Context: an optimization exercise on an open-source flow, tuned for small area and a short achievable clock period. The choices shown serve that exercise and are no tape-out recipe. Function was checked by simulation only, so behaviour that the tests miss may differ from the original. Power figures rest on the tool's default switching activity, not on a simulated workload.

run A:
==> flow/design.v (excerpt) <==
module fpmul_top (
	input  logic                  clk,
	input  logic                  rst,
	input  logic                  in_valid,
	input  logic [31:0]           a,
	input  logic [31:0]           b,
	output logic                  out_valid,
	output fpmul_pkg::fpmul_out_t out
);
Size: ~100 I/O pins.
export LEC_CHECK = 0
export CAP_MARGIN = 20
export CORE_MARGIN = 2
export CORE_UTILIZATION = 40
export SETUP_SLACK_MARGIN = 4.4
export SLEW_MARGIN = 20
export SYNTH_HIERARCHICAL = 1
export SYNTH_MINIMUM_KEEP_SIZE = 0
create_clock -name core_clock -period 7.5 [get_ports {clk}]
run.sh (not shown) runs the stock make flow with config.mk's settings and CLKGATE_MAP_FILE= SYNTH_SCRIPT=/design/flow/synth_recipe.tcl, a recipe that flattens the netlist after the stock synthesis.
Here is what was changed in the inputs of run B compared with run A.
# run A
export LEC_CHECK = 0
export CAP_MARGIN = 20
export CORE_MARGIN = 2
export CORE_UTILIZATION = 40
export SETUP_SLACK_MARGIN = 4.4
export SLEW_MARGIN = 20
export SYNTH_HIERARCHICAL = 1
export SYNTH_MINIMUM_KEEP_SIZE = 0
create_clock -name core_clock -period 7.5 [get_ports {clk}]
# run B
export LEC_CHECK = 0
export CAP_MARGIN = 20
export CORE_MARGIN = 2
export CORE_UTILIZATION = 40
export SETUP_SLACK_MARGIN = 4.3
export SLEW_MARGIN = 20
export SYNTH_HIERARCHICAL = 1
export SYNTH_MINIMUM_KEEP_SIZE = 0
create_clock -name core_clock -period 7.5 [get_ports {clk}]
### Flow results
Between run B and run A, final instance area is higher for run A, run B comes in under that.
Sequential fraction of design power (run B over run A): increase, 0.4 points
Summary of run B over run A: fmax held, horizontal extent of the die held.
Edits applied to the flow inputs when going from run B to run C:
# run B
export LEC_CHECK = 0
export CAP_MARGIN = 20
export CORE_MARGIN = 2
export CORE_UTILIZATION = 40
export SETUP_SLACK_MARGIN = 4.3
export SLEW_MARGIN = 20
export SYNTH_HIERARCHICAL = 1
export SYNTH_MINIMUM_KEEP_SIZE = 0
create_clock -name core_clock -period 7.5 [get_ports {clk}]
# run C
export LEC_CHECK = 0
export CAP_MARGIN = 20
export CORE_MARGIN = 2
export CORE_UTILIZATION = 40
export SETUP_SLACK_MARGIN = 4.5
export SLEW_MARGIN = 20
export SYNTH_HIERARCHICAL = 1
export SYNTH_MINIMUM_KEEP_SIZE = 0
create_clock -name core_clock -period 7.5 [get_ports {clk}]
[summary]
Largest stage delay on the critical path was higher in the run labelled run B.
Any difference in data arrival at the endpoint of the critical path between run B and run C is small enough to ignore.
Sort run B and run C by minimum period implied by the final worst setup slack asc -> top: run B
Changes observed in run C relative to run B: clock power about even; core utilization rose 0.45 points; clock network fraction of design power fell 0.5 points.

fpmul_top, a different RTL version from the one above (not shown whole).
Size in the first run: roughly 2,500 cells after synthesis, roughly 380 flip-flops, about 100 I/O pins, roughly 28,000 µm² of cells after synthesis.
==> flow/design.v (excerpt) <==
module fpmul_top (
	input  logic                  clk,
	input  logic                  rst,
	input  logic                  in_valid,
	input  logic [31:0]           a,
	input  logic [31:0]           b,
	output logic                  out_valid,
	output fpmul_pkg::fpmul_out_t out
);
==> flow/config.mk <==
export PLATFORM = sky130hd
export DESIGN_NAME = fpmul_top
export DESIGN_NICKNAME = fpmul_top
export VERILOG_FILES = /design/flow/design.v
export SDC_FILE = /design/flow/constraint.sdc
export NUM_CORES = 4
export LEC_CHECK = 0
export CAP_MARGIN = 20
export CORE_MARGIN = 2
export CORE_UTILIZATION = 40
export CTS_CLUSTER_DIAMETER = 200
export CTS_CLUSTER_SIZE = 20
export SETUP_SLACK_MARGIN = 4.5
export SLEW_MARGIN = 20
export SYNTH_HIERARCHICAL = 1
export SYNTH_MINIMUM_KEEP_SIZE = 0
==> flow/constraint.sdc <==
create_clock -name core_clock -period 7.5 [get_ports {clk}]
set_input_delay 1.5000 -clock core_clock [delete_from_list [all_inputs] [get_ports {clk}]]
set_output_delay 1.5000 -clock core_clock [all_outputs]
set_load 0.01 [all_outputs]
standard.sh (not shown) runs the stock make flow with config.mk's settings and CLKGATE_MAP_FILE= SYNTH_SCRIPT=/design/flow/synth_recipe.tcl, a recipe that flattens the netlist after the stock synthesis.
==> flow/flow/run.sh <==
#!/bin/bash
# The standard layout, with smaller port buffers: every input and output
# port still gets a buffer (buf_2 instead of the flow's default choice).
set -e
export BUFFER_PORTS_ARGS="-buffer_cell sky130_fd_sc_hd__buf_2"
cp standard.sh standard.sh.log
bash standard.sh > standard.log 2>&1
Then changed:
CTS_CLUSTER_DIAMETER = default   (was 200)
CTS_CLUSTER_SIZE = default   (was 20)
Fmax shrinks by 1.3%.
Clock power is higher by 79%.
Via count grows by 0.92%.
Wire length is higher by 0.48%.
Clock-buffer cell count rose by 35.
Final cell count rises by 1.5%.

Another version of the RTL of fpmul_top (not shown whole).
Size in the first run: roughly 2600 cells after synthesis, about 270 flip-flops.
make LEC_CHECK=0 CAP_MARGIN=20 CORE_MARGIN=2 CORE_UTILIZATION=40 SETUP_SLACK_MARGIN=4.5 SLEW_MARGIN=20 SYNTH_HIERARCHICAL=1 SYNTH_MINIMUM_KEEP_SIZE=0 finish   # period 7.5 ns
run.sh (not shown) runs the stock make flow with config.mk's settings and CLKGATE_MAP_FILE= SYNTH_SCRIPT=/design/flow/synth_recipe.tcl, a recipe that flattens the netlist after the stock synthesis.
Stock flow here: none of the scripts above is used.
The first run went through all stages and came out clean.
Edit:
- PLACE_DENSITY: unset -> 0.75
- SETUP_SLACK_MARGIN: 4.5 -> 4.0
Result:
- die area stays the same
- synthesized area is unchanged
- core utilization shrinks by 10 points
Edit:
- CTS_BUF_LIST: unset -> sky130_fd_sc_hd__clkbuf_4 sky130_fd_sc_hd__clkbuf_8
- PLACE_DENSITY: 0.75 -> unset
Via count is about the same.
Global-route usage grows by 1.7 points.
Sequential share of layout area is about the same.
Setup slack is about the same.
Core utilization grows by 0.13 points.
Area after synthesis stays the same.
Register-to-register slack hardly moves.
Final area stays flat.
Combinational power shrinks by about 1%.
Final cell count grows by about 1%.
Wire length grows by 7.8%.

Setup of job 1460:
Starting RTL as in the previous note.
clock: 7.5 ns
lec_check: 0
cap_margin: 20
core_margin: 2
core_utilization: 40
setup_slack_margin: 4.0
slew_margin: 20
synth_hierarchical: 1
synth_minimum_keep_size: 0
tns_end_percent: 5
Changes in job 4976 relative to job 1460:
-- flow/config.mk --
<<< job 1460, line 9
export CORE_MARGIN = 2
export CORE_UTILIZATION = 40
export SETUP_SLACK_MARGIN = 4.0
export SLEW_MARGIN = 20
export SYNTH_HIERARCHICAL = 1
export SYNTH_MINIMUM_KEEP_SIZE = 0
export TNS_END_PERCENT = 5
>>> job 4976, line 9
export CORE_MARGIN = 2
export CORE_UTILIZATION = 40
export SETUP_SLACK_MARGIN = 3.6
export SLEW_MARGIN = 20
export SYNTH_HIERARCHICAL = 1
export SYNTH_MINIMUM_KEEP_SIZE = 0
## What came out
Comparing job 4976 with job 1460, the count of non-filler cells in the finished layout came out essentially unchanged. Compared with job 1460, in job 4976 worst hold slack roughly the same, via count went down 84. The final reports for job 4976 and job 1460 show non-clock buffer count lower in the former. Total power: job 4976 below job 1460. Job 4976: full flow OK, the timing, design-rule and antenna checks passed.
For job 7460, these inputs were changed with respect to job 4976:
-- flow/config.mk --
<<< job 4976, line 9
export CORE_MARGIN = 2
export CORE_UTILIZATION = 40
export SETUP_SLACK_MARGIN = 3.6
export SLEW_MARGIN = 20
export SYNTH_HIERARCHICAL = 1
>>> job 7460, line 9
export CORE_MARGIN = 2
export CORE_UTILIZATION = 40
export SETUP_SLACK_MARGIN = 4.0
export SLEW_MARGIN = 20
export SYNTH_HIERARCHICAL = 1
Compare job 7460 and job 4976 | required time at the endpoint of the critical path lower: job 4976. Job 4976 reports its capturing element of the worst setup path as r4_out[17]$_DFF_P_ while job 7460 reports r2_mid[48]$_DFF_P_. Summary of the comparison: combinational group share of total power is higher in job 7460, relative to job 4976. | worst path arrival time | higher: job 4976 |. The global-route usage on job 4976 is in line with that on job 7460. Between job 7460 and job 4976, the difference in final hold slack is negligible.
--- input diff job 7460..job 3207 ---
-- flow/config.mk --
<<< job 7460, line 9
export CORE_MARGIN = 2
export CORE_UTILIZATION = 40
export SETUP_SLACK_MARGIN = 4.0
export SLEW_MARGIN = 20
export SYNTH_HIERARCHICAL = 1
>>> job 3207, line 9
export CORE_MARGIN = 2
export CORE_UTILIZATION = 40
export SETUP_SLACK_MARGIN = 3.0
export SLEW_MARGIN = 20
export SYNTH_HIERARCHICAL = 1
## What came out
For global-route usage, job 3207 and job 7460 come out practically identical.
Higher number of cells on the worst reg-to-reg path goes to job 3207 over job 7460.
Compared with job 7460, job 3207 shows a number of DRC markers in iteration 0 that is 178 higher.
On routed wire length: between job 3207 and job 7460, it ends up lower for job 3207.
Job 3207 and job 7460 ended up with roughly the same sequential cell power.

fpmul_top, a different RTL version from the one above (not shown whole).
Size in the first run: roughly 2500 cells after synthesis, about 380 flip-flops, roughly 100 I/O pins.
clock: 7.5 ns
lec_check: 0
cap_margin: 20
core_margin: 2
core_utilization: 40
setup_slack_margin: 4.7
slew_margin: 20
synth_hierarchical: 1
synth_minimum_keep_size: 0
standard.sh (not shown) runs the stock make flow with config.mk's settings and CLKGATE_MAP_FILE= SYNTH_SCRIPT=/design/flow/synth_recipe.tcl, a recipe that flattens the netlist after the stock synthesis.
Scripts as last shown in full above: flow/flow/run.sh
The baseline went through all stages and came out clean.
Rerun with:
==> flow/run.sh (new file) <==
#!/bin/bash
# synth_recipe.tcl (not shown) runs the flow's synth.tcl, then flattens the netlist and writes it again
# the make line also repeats each setting of config.mk as NAME=value (left out here)
make -C /OpenROAD-flow-scripts/flow DESIGN_CONFIG=/design/flow/config.mk WORK_HOME=/design/flow/orfs CLKGATE_MAP_FILE= SYNTH_SCRIPT=/design/flow/synth_recipe.tcl finish
Settings changed: SETUP_SLACK_MARGIN 4.7 to 4.5.
removed: flow/flow/run.sh
removed: flow/standard.sh
The new run ran to the end with no violations; final cell count fell by 5.1%; clock power goes down by about 3%; setup slack gets better by 130 ps; sequential share of layout area went up by 2.1 points; register-to-register slack gets better by 130 ps; critical path depth came out higher by 5; via count falls by 11%; utilization came out lower by 4.7 points; hold slack stays flat.
Rerun with:
==> flow/flow/run.sh (new file) <==
#!/bin/bash
# The standard layout, with smaller port buffers: every input and output
# port still gets a buffer (buf_2 instead of the flow's default choice).
set -e
export BUFFER_PORTS_ARGS="-buffer_cell sky130_fd_sc_hd__buf_2"
cp standard.sh standard.sh.log
bash standard.sh > standard.log 2>&1
==> flow/standard.sh (new file) <==
#!/bin/bash
# synth_recipe.tcl (not shown) runs the flow's synth.tcl, then flattens the netlist and writes it again
# the make line also repeats each setting of config.mk as NAME=value (left out here)
make -C /OpenROAD-flow-scripts/flow DESIGN_CONFIG=/design/flow/config.mk WORK_HOME=/design/flow/orfs CLKGATE_MAP_FILE= SYNTH_SCRIPT=/design/flow/synth_recipe.tcl "${@:-finish}"
Settings changed: CTS_CLUSTER_DIAMETER set to 200, CTS_CLUSTER_SIZE set to 20.
removed: flow/run.sh
After rerunning: Via count came out lower by 1.6%. First-iteration DRC count came out lower by 0.75%. Critical path depth stays the same. Design area came out lower by about 5%. Area after synthesis is unchanged. Sequential power hardly moves. Power came out lower by 9.2%. Global-route usage came out lower by 0.51 points. Die area stays the same. Register-to-register slack degrades by 20 ps.
Rerun with:
Settings changed: CTS_BUF_LIST set to sky130_fd_sc_hd__clkbuf_4 sky130_fd_sc_hd__clkbuf_8, CTS_CLUSTER_DIAMETER 200 to not set, CTS_CLUSTER_SIZE 20 to not set.
=>
- The changed run finished clean
- worst hold slack loses 5.1 ps
- combinational power shrinks by about 3%
- utilization grows by 1.2 points
- non-clock buffer count shrinks by 8
- register-to-register slack loses 30 ps
- clock-buffer cell count grows by 76
- routed wire length grows by 0.92%
- power grows by about 7%

Setup of red:
fpmul_top again, from the RTL that the note above started with.
Design fpmul_top, start of the top module:
module fpmul_top (
	input  logic                  clk,
	input  logic                  rst,
	input  logic                  in_valid,
	input  logic [31:0]           a,
	input  logic [31:0]           b,
	output logic                  out_valid,
	output fpmul_pkg::fpmul_out_t out
);
==> flow/config.mk <==
export PLATFORM = sky130hd
export DESIGN_NAME = fpmul_top
export DESIGN_NICKNAME = fpmul_top
export VERILOG_FILES = /design/flow/design.v
export SDC_FILE = /design/flow/constraint.sdc
export NUM_CORES = 4
export LEC_CHECK = 0
export CAP_MARGIN = 20
export CORE_MARGIN = 2
export CORE_UTILIZATION = 40
export SETUP_SLACK_MARGIN = 4.3
export SLEW_MARGIN = 20
export SYNTH_HIERARCHICAL = 1
export SYNTH_MINIMUM_KEEP_SIZE = 0
==> flow/constraint.sdc <==
create_clock -name core_clock -period 7.5 [get_ports {clk}]
set_input_delay 1.5000 -clock core_clock [delete_from_list [all_inputs] [get_ports {clk}]]
set_output_delay 1.5000 -clock core_clock [all_outputs]
set_load 0.01 [all_outputs]
==> flow/flow/run.sh <==
#!/bin/bash
# The standard layout, with smaller port buffers: every input and output
# port still gets a buffer (buf_2 instead of the flow's default choice).
set -e
export BUFFER_PORTS_ARGS="-buffer_cell sky130_fd_sc_hd__buf_2"
cp standard.sh standard.sh.log
bash standard.sh > standard.log 2>&1
red did not stop at any stage, and its layout met the timing, design-rule and antenna checks.
What blue does differently from red at the input level:
- SETUP_SLACK_MARGIN changed from 4.3 to 4.0
==> flow/run.sh (new file) <==
#!/bin/bash
# synth_recipe.tcl (not shown) runs the flow's synth.tcl, then flattens the netlist and writes it again
# the make line also repeats each setting of config.mk as NAME=value (left out here)
make -C /OpenROAD-flow-scripts/flow DESIGN_CONFIG=/design/flow/config.mk WORK_HOME=/design/flow/orfs CLKGATE_MAP_FILE= SYNTH_SCRIPT=/design/flow/synth_recipe.tcl finish
removed: flow/flow/run.sh
removed: flow/standard.sh
--- outcome ---
blue ran to completion and came out clean on the timing, design-rule and antenna checks.
blue vs. red: detailed placer's ending HPWL went up about 1%, setup slack decreased by 220 ps relative to the old numbers, number of antenna cells inserted held steady, synthesized area roughly the same, sequential power saw little to no change.
Reported for red and blue, share of the yosys chip area belonging to registers turned out identical to the last digit.
blue ends up with a number of global-route vias before repair that is 192 higher than in red.
Total area of multi-input combinational cells came out lower on blue than on red.
Looking at fraction of met1 tracks used by global routing, blue sits above red.
Relative to red, design area has increased by 0.96% in blue.
The following lists how green was set up differently from blue:
- SETUP_SLACK_MARGIN: 4.0 -> 4.5
- CTS_CLUSTER_DIAMETER: unset -> 200
- CTS_CLUSTER_SIZE: unset -> 30
==> flow/flow/run.sh (new file) <==
#!/bin/bash
# The standard layout, with smaller port buffers: every input and output
# port still gets a buffer (buf_2 instead of the flow's default choice).
set -e
export BUFFER_PORTS_ARGS="-buffer_cell sky130_fd_sc_hd__buf_2"
cp standard.sh standard.sh.log
bash standard.sh > standard.log 2>&1
==> flow/standard.sh (new file) <==
#!/bin/bash
# synth_recipe.tcl (not shown) runs the flow's synth.tcl, then flattens the netlist and writes it again
# the make line also repeats each setting of config.mk as NAME=value (left out here)
make -C /OpenROAD-flow-scripts/flow DESIGN_CONFIG=/design/flow/config.mk WORK_HOME=/design/flow/orfs CLKGATE_MAP_FILE= SYNTH_SCRIPT=/design/flow/synth_recipe.tcl "${@:-finish}"
removed: flow/run.sh
Findings:
Diff blue -> green | total stage count of the critical path | increase of 3. | setup slack | green vs blue | better |. From blue to green the numbers moved as follows: final-layout clock buffer total went down by 44; via count of the first global-routing pass lower; vertical die dimension about even; number of fillers in the final layout rose 39; area used by multi-input combinational logic +2.7%.
Setup changes, green to orange
- CTS_CLUSTER_SIZE changed from 30 to 24
- CTS_CLUSTER_DIAMETER changed from 200 to 100
[summary]
Of the two values seen for end point of the critical path, r5_out[20] was produced by orange and r4_man[22] by green. orange ends up with higher total chip power than green does. Routed wire length on orange is down relative to green. Compared with green, orange ends up with more cell area. The overall routing resource usage of green and that of orange are within noise of each other. Changes observed in orange relative to green: sequential share of cell area held steady, part of the total power dissipated in combinational logic shrank by 1.2 points. Re number of instances in the placed design: no difference whatsoever between orange and green. Mean routed wirelength per cell in orange vs green: down 0.56%.
What purple does differently from orange at the input level:
- swapping 4.5 for 4.6 in SETUP_SLACK_MARGIN
- clearing CTS_CLUSTER_DIAMETER, which used to be 100
- clearing CTS_CLUSTER_SIZE, which used to be 24
==> summary.txt <==
- Status: ratio of final minimum period to clock period parity (purple, orange)
- Max number of antenna repair diodes across orange and purple: purple
- Compared purple vs orange, and post-route non-filler standard cell count is up in purple.
- When purple is measured against orange, its post-layout total power turns out about 11% higher.
- purple: sequential-cell power consumption is about 1% higher than what orange reported.
- On transition time at the pin with the least slew margin, the lower figure sits with orange, not purple.
- Against orange, register area in purple rose slightly.
- As far as fmax is concerned, purple and orange perform about the same.
- orange has lower total combinational power than purple.

==> port drivers added, routing unchanged <==
How much do the figures lean on ideal ports? The routed layouts below were timed once more, with nothing changed but the port constraints. Step 1, drivers: a clkbuf_16 drives clk and a buf_2 each remaining input, both assumed. Step 2, shift: input delay + t, output delay - t, t = (earliest + latest rising clock arrival at the registers) / 2. This alone moves slack from input paths to output paths. a / b / c = ideal ports / drivers / drivers and shift; a / b = the first two.
run	shift t [ns]	slack for setup (ns)	worst slew at a driven data input, ns
run A	0.641	4.313 / 4.313 / 4.313	0.04
run B	0.639	4.310 / 4.310 / 4.310	0.04
run C	0.641	4.300 / 4.300 / 4.300	0.04
the first run of note 2	0.617	4.427 / 4.427 / 4.175	0.04
the second run of note 2	0.618	4.386 / 4.386 / 4.154	0.04
the first run of note 3	0.659	4.151 / 4.151 / 3.786	0.09
the second run of note 3	0.633	4.067 / 4.067 / 3.505	0.04
the third run of note 3	0.668	4.069 / 4.069 / 3.772	0.11
job 1460	0.597	3.990 / 3.990 / 3.739	0.11
job 4976	0.595	3.793 / 3.793 / 3.758	0.11
job 7460	0.599	4.063 / 4.063 / 3.655	0.10
job 3207	0.597	3.334 / 3.334 / 3.334	0.10
the first run of note 5	0.659	4.340 / 4.340 / 4.340	0.04
the second run of note 5	0.637	4.475 / 4.475 / 4.475	0.09
the third run of note 5	0.617	4.457 / 4.457 / 4.457	0.08
the fourth run of note 5	0.696	4.426 / 4.426 / 4.426	0.08
red	0.641	4.344 / 4.344 / 4.344	0.07
blue	0.635	4.127 / 4.127 / 4.127	0.09
green	0.601	4.416 / 4.416 / 4.416	0.07
orange	0.626	4.442 / 4.442 / 4.442	0.08
purple	0.635	4.444 / 4.444 / 4.444	0.08
After both steps every run listed still meets setup and hold. For the second run of note 3, which loses most, drivers alone change the setup slack by 0.000 ns; drivers and shift together by -0.562 ns.
